This is an optimization exercise on Yosys and OpenROAD, whose aim is small area and a short achievable clock period, not a production implementation.
The RTL was checked by simulation tests, not by an equivalence proof against the original design.
Power and IR drop assume default switching activity.

==> job 9515 <==
==> flow/design.v <==
package dpr_pkg;
    localparam int DATA_W = 16;
    typedef enum logic {
        PORT_A,
        PORT_B
    } port_e;
    typedef enum logic [1:0] {
        IDLE,
        PEND,
        ACKING
    } pst_e;
endpackage
module dpr_bank #(
    parameter int DEPTH = 256
) (
    input  logic                     clk,
    input  logic                     we,
    input  logic [$clog2(DEPTH)-1:0] addr,
    input  logic [dpr_pkg::DATA_W-1:0]        wdata,
    output logic [dpr_pkg::DATA_W-1:0]        rdata
);
    logic [dpr_pkg::DATA_W-1:0] r_mem [DEPTH];
    always_ff @(posedge clk) begin
        if (we) r_mem[addr] <= wdata;
        rdata <= we ? wdata : r_mem[addr];
    end
endmodule
module dual_port_responder #(
    parameter int DEPTH  = 256,
    parameter int ADDR_W = 16
) (
    input  logic              clk,
    input  logic              reset,
    input  logic              reqA,
    input  logic              weA,
    input  logic [ADDR_W-1:0] addrA,
    input  logic [dpr_pkg::DATA_W-1:0] dataOutA,
    input  logic              reqB,
    input  logic              weB,
    input  logic [ADDR_W-1:0] addrB,
    input  logic [dpr_pkg::DATA_W-1:0] dataOutB,
    output logic              ackA,
    output logic              ackB,
    output logic [dpr_pkg::DATA_W-1:0] rdataA,
    output logic [dpr_pkg::DATA_W-1:0] rdataB,
    output logic              busy
);
    localparam int AW = $clog2(DEPTH);
    dpr_pkg::pst_e              r_st_a, r_st_b, w_nx_a, w_nx_b;
    logic              w_el_a, w_el_b, w_gnt_a, w_gnt_b, w_we, w_unused_hi;
    dpr_pkg::port_e             w_sel;
    logic [AW-1:0]     w_addr;
    logic [dpr_pkg::DATA_W-1:0] w_wdata, w_bank_q, r_hold_a, r_hold_b;
    assign w_el_a = reset && reqA && r_st_a != dpr_pkg::ACKING;
    assign w_el_b = reset && reqB && r_st_b != dpr_pkg::ACKING;
    assign w_gnt_a = w_el_a;
    assign w_gnt_b     = w_el_b && !w_gnt_a;
    assign busy        = w_gnt_a || w_gnt_b;
    assign w_sel       = w_gnt_b ? dpr_pkg::PORT_B : dpr_pkg::PORT_A;
    assign w_we        = (w_gnt_a && weA) || (w_gnt_b && weB);
    assign w_addr      = w_sel == dpr_pkg::PORT_B ? addrB[AW-1:0] : addrA[AW-1:0];
    assign w_wdata     = w_sel == dpr_pkg::PORT_B ? dataOutB : dataOutA;
    assign w_unused_hi = ^{addrA[ADDR_W-1:AW], addrB[ADDR_W-1:AW]};
    dpr_bank #(.DEPTH(DEPTH)) u_bank (
        .clk   (clk),
        .we    (w_we),
        .addr  (w_addr),
        .wdata (w_wdata),
        .rdata (w_bank_q)
    );
    always_comb begin
        w_nx_a = dpr_pkg::IDLE;
        w_nx_b = dpr_pkg::IDLE;
        if (w_gnt_a) w_nx_a = dpr_pkg::ACKING;
        else if (reqA) w_nx_a = dpr_pkg::PEND;
        if (w_gnt_b) w_nx_b = dpr_pkg::ACKING;
        else if (reqB) w_nx_b = dpr_pkg::PEND;
    end
    always_ff @(posedge clk or negedge reset) begin
        if (!reset) begin
            r_st_a <= dpr_pkg::IDLE;
            r_st_b <= dpr_pkg::IDLE;
        end else begin
            r_st_a <= w_nx_a;
            r_st_b <= w_nx_b;
        end
    end
    always_ff @(posedge clk or negedge reset) begin
        if (!reset) begin
            r_hold_a <= '0;
            r_hold_b <= '0;
        end else begin
            if (ackA) r_hold_a <= w_bank_q;
            if (ackB) r_hold_b <= w_bank_q;
        end
    end
    assign ackA   = r_st_a == dpr_pkg::ACKING;
    assign ackB   = r_st_b == dpr_pkg::ACKING;
    assign rdataA = ackA ? w_bank_q : r_hold_a;
    assign rdataB = ackB ? w_bank_q : r_hold_b;
endmodule
==> flow/run.sh <==
#!/bin/bash
# synth_recipe.tcl (not shown) runs the flow's synth.tcl, then flattens the netlist and writes it again
# the make line also repeats each setting of config.mk as NAME=value (left out here)
make -C /OpenROAD-flow-scripts/flow DESIGN_CONFIG=/design/flow/config.mk WORK_HOME=/design/flow/orfs CLKGATE_MAP_FILE= SYNTH_SCRIPT=/design/flow/synth_recipe.tcl finish
==> flow/config.mk <==
export PLATFORM = sky130hd
export DESIGN_NAME = dual_port_responder
export DESIGN_NICKNAME = dual_port_responder
export VERILOG_FILES = /design/flow/design.v
export SDC_FILE = /design/flow/constraint.sdc
export NUM_CORES = 4
export LEC_CHECK = 0
export CAP_MARGIN = 20
export CORE_MARGIN = 2
export CORE_UTILIZATION = 40
export SLEW_MARGIN = 20
==> flow/constraint.sdc <==
create_clock -name core_clock -period 9.0 [get_ports {clk}]
set_input_delay 1.8000 -clock core_clock [delete_from_list [all_inputs] [get_ports {clk}]]
set_output_delay 1.8000 -clock core_clock [all_outputs]
set_load 0.01 [all_outputs]
==> inputs of job 7217, as changes to job 9515 <==
==> flow/design.v (replaced) <==
package dpr_pkg;
    localparam int DATA_W = 16;
endpackage
module dpr_bank (
    input  logic                        clk,
    input  logic                        we,
    input  logic [15:0]                 rsel,
    input  logic [15:0]                 csel,
    input  logic [dpr_pkg::DATA_W-1:0]  wdata,
    output logic [dpr_pkg::DATA_W-1:0]  rdata
);
    logic [255:0]               w_wl;
    logic [256*dpr_pkg::DATA_W-1:0] w_q;
    for (genvar r = 0; r < 16; r++) begin : g_row
        for (genvar c = 0; c < 16; c++) begin : g_col
            logic w_wr;
            assign w_wl[16*r+c] = rsel[r] && csel[c];
            assign w_wr         = we && w_wl[16*r+c];
            dpr_word u_word (
                .clk   (clk),
                .wr    (w_wr),
                .keep  (!w_wr),
                .wdata (wdata),
                .q     (w_q[(16*r+c)*dpr_pkg::DATA_W +: dpr_pkg::DATA_W])
            );
        end
    end
    dpr_rtree u_rtree (
        .wl    (w_wl),
        .q     (w_q),
        .rdata (rdata)
    );
endmodule
module dpr_word (
    input  logic                        clk,
    input  logic                        wr,
    input  logic                        keep,
    input  logic [dpr_pkg::DATA_W-1:0]  wdata,
    output logic [dpr_pkg::DATA_W-1:0]  q
);
    always_ff @(posedge clk) begin
        q <= (wdata & {dpr_pkg::DATA_W{wr}}) | (q & {dpr_pkg::DATA_W{keep}});
    end
endmodule
module dpr_rtree (
    input  logic [255:0]                wl,
    input  logic [256*dpr_pkg::DATA_W-1:0] q,
    output logic [dpr_pkg::DATA_W-1:0]  rdata
);
    always_comb begin
        rdata = '0;
        for (int i = 0; i < 256; i++) rdata = rdata | (q[i*dpr_pkg::DATA_W +: dpr_pkg::DATA_W] & {dpr_pkg::DATA_W{wl[i]}});
    end
endmodule
module dual_port_responder #(
    parameter int ADDR_W = 16
) (
    input  logic              clk,
    input  logic              reset,
    input  logic              reqA,
    input  logic              weA,
    input  logic [ADDR_W-1:0] addrA,
    input  logic [dpr_pkg::DATA_W-1:0] dataOutA,
    input  logic              reqB,
    input  logic              weB,
    input  logic [ADDR_W-1:0] addrB,
    input  logic [dpr_pkg::DATA_W-1:0] dataOutB,
    output logic              ackA,
    output logic              ackB,
    output logic [dpr_pkg::DATA_W-1:0] rdataA,
    output logic [dpr_pkg::DATA_W-1:0] rdataB,
    output logic              busy
);
    logic                       w_el_a, w_el_b, w_gnt_a, w_gnt_b, w_we;
    logic [15:0]                w_rsel_a, w_csel_a, w_rsel_b, w_csel_b, w_rsel, w_csel;
    logic [dpr_pkg::DATA_W-1:0] w_wdata, w_bank_q, w_rd;
    assign w_el_a  = reqA && !ackA;
    assign w_el_b  = reqB && !ackB;
    assign w_gnt_a = reset && w_el_a;
    assign w_gnt_b = reset && w_el_b && !w_el_a;
    assign busy    = reset && (w_el_a || w_el_b);
    always_comb begin
        for (int i = 0; i < 16; i++) begin
            w_rsel_a[i] = addrA[7:4] == 4'(i);
            w_csel_a[i] = addrA[3:0] == 4'(i);
            w_rsel_b[i] = addrB[7:4] == 4'(i);
            w_csel_b[i] = addrB[3:0] == 4'(i);
        end
    end
    assign w_rsel  = w_el_a ? w_rsel_a : w_rsel_b;
    assign w_csel  = w_el_a ? w_csel_a : w_csel_b;
    assign w_wdata = w_el_a ? dataOutA : dataOutB;
    assign w_we    = busy && (w_el_a ? weA : weB);
    dpr_bank u_bank (
        .clk   (clk),
        .we    (w_we),
        .rsel  (w_rsel),
        .csel  (w_csel),
        .wdata (w_wdata),
        .rdata (w_bank_q)
    );
    assign w_rd = w_we ? w_wdata : w_bank_q;
    always_ff @(posedge clk or negedge reset) begin
        if (!reset) begin
            ackA   <= 1'b0;
            ackB   <= 1'b0;
            rdataA <= '0;
            rdataB <= '0;
        end else begin
            ackA <= w_gnt_a;
            ackB <= w_gnt_b;
            if (w_gnt_a) rdataA <= w_rd;
            if (w_gnt_b) rdataB <= w_rd;
        end
    end
endmodule
- CORE_UTILIZATION: 40 -> 55
- CTS_BUF_LIST: default -> sky130_fd_sc_hd__clkbuf_4 sky130_fd_sc_hd__clkbuf_8
- SETUP_SLACK_MARGIN: default -> 4.5
- SYNTH_HIERARCHICAL: default -> 1
- SYNTH_MINIMUM_KEEP_SIZE: default -> 0
==> qor summary <==
| item | job 9515 | job 7217 |
|---|---|---|
| Outcome | complete, no violations | complete, no violations |
| M3 GR Usage | 0.03979 | 0.07454 |
| Resized Gates After CTS | 0 | 932 |
| Type of the worst setup path | reg -> out | in -> reg |
| Complex-gate fraction of the synthesized area | 0.04281 | 0.3368 |
| Number of cells on the worst reg-to-reg path | 10 | 16 |
| Setup slack, reg-to-reg | 3530 ps | 4480 ps |
| Maximum number of pins on one net before global-route repair | 193 | 195 |
| Gpl congestion | 0.8401 | 0.9218 |
| CTS Buf Count | 419 | 666 |
| Maximum ir drop on the vdd rail | 0.0001670 V | 0.0001680 V |
| Proportion of synthesized flip-flops having asynchronous set or reset | 0.008696 | 0.008232 |
| Startpoint of the lowest-slack register-to-register path | r_st_b[1] | ackA |
| Combinational fraction of design power | 0.078 | 0.050 |
| Wire length of the first global-routing pass | 645600 µm | 813500 µm |
| Initial antenna violation count | 36 | 22 |
| Pwr Density | 226.0 nW/µm² | 216.6 nW/µm² |
| Clock tree buffer count of the final layout | 541 | 1061 |
| Data arrival, critical path | 6380 ps | 5750 ps |
| Transition time at the pin with the least slew margin | 1416 ps | 1181 ps |
| Top_reg_cell synth | edfxtp_1 | dfxtp_1 |
| Req. time, crit path | 7200 ps | 10070 ps |
| Register area share after synthesis | 0.7693 | 0.5157 |
| Post-detailed-route via-to-cell ratio | 5.931 | 7.275 |

port drivers added, routing unchanged:
How much do the figures lean on ideal ports? The routed layouts below were timed once more, with nothing changed but the port constraints. Step 1: set_driving_cell puts a clkbuf_16 on clk and a buf_2 on each other input, an assumption about the parent block. Step 2 also shifts input and output timing later by t, the mid clock arrival at the registers, as if the neighbouring blocks saw the same clock. Three values: ideal, step 1, step 2; two values: the first two.
| run | shift t [ns] | setup WS [ns] | worst setup path at the end | worst register clock-pin slew, ns |
|---|---|---|---|---|
| job 9515 | 1.063 | 0.816 / 0.702 / 1.765 | register to output | 0.07 / 0.07 |
| job 7217 | 1.286 | 4.319 / 4.288 / 3.002 | input to register | 0.07 / 0.07 |
After both steps every run listed still meets setup and hold. For job 7217, which loses most, drivers alone change the setup slack by -0.031 ns; drivers and shift together by -1.317 ns.
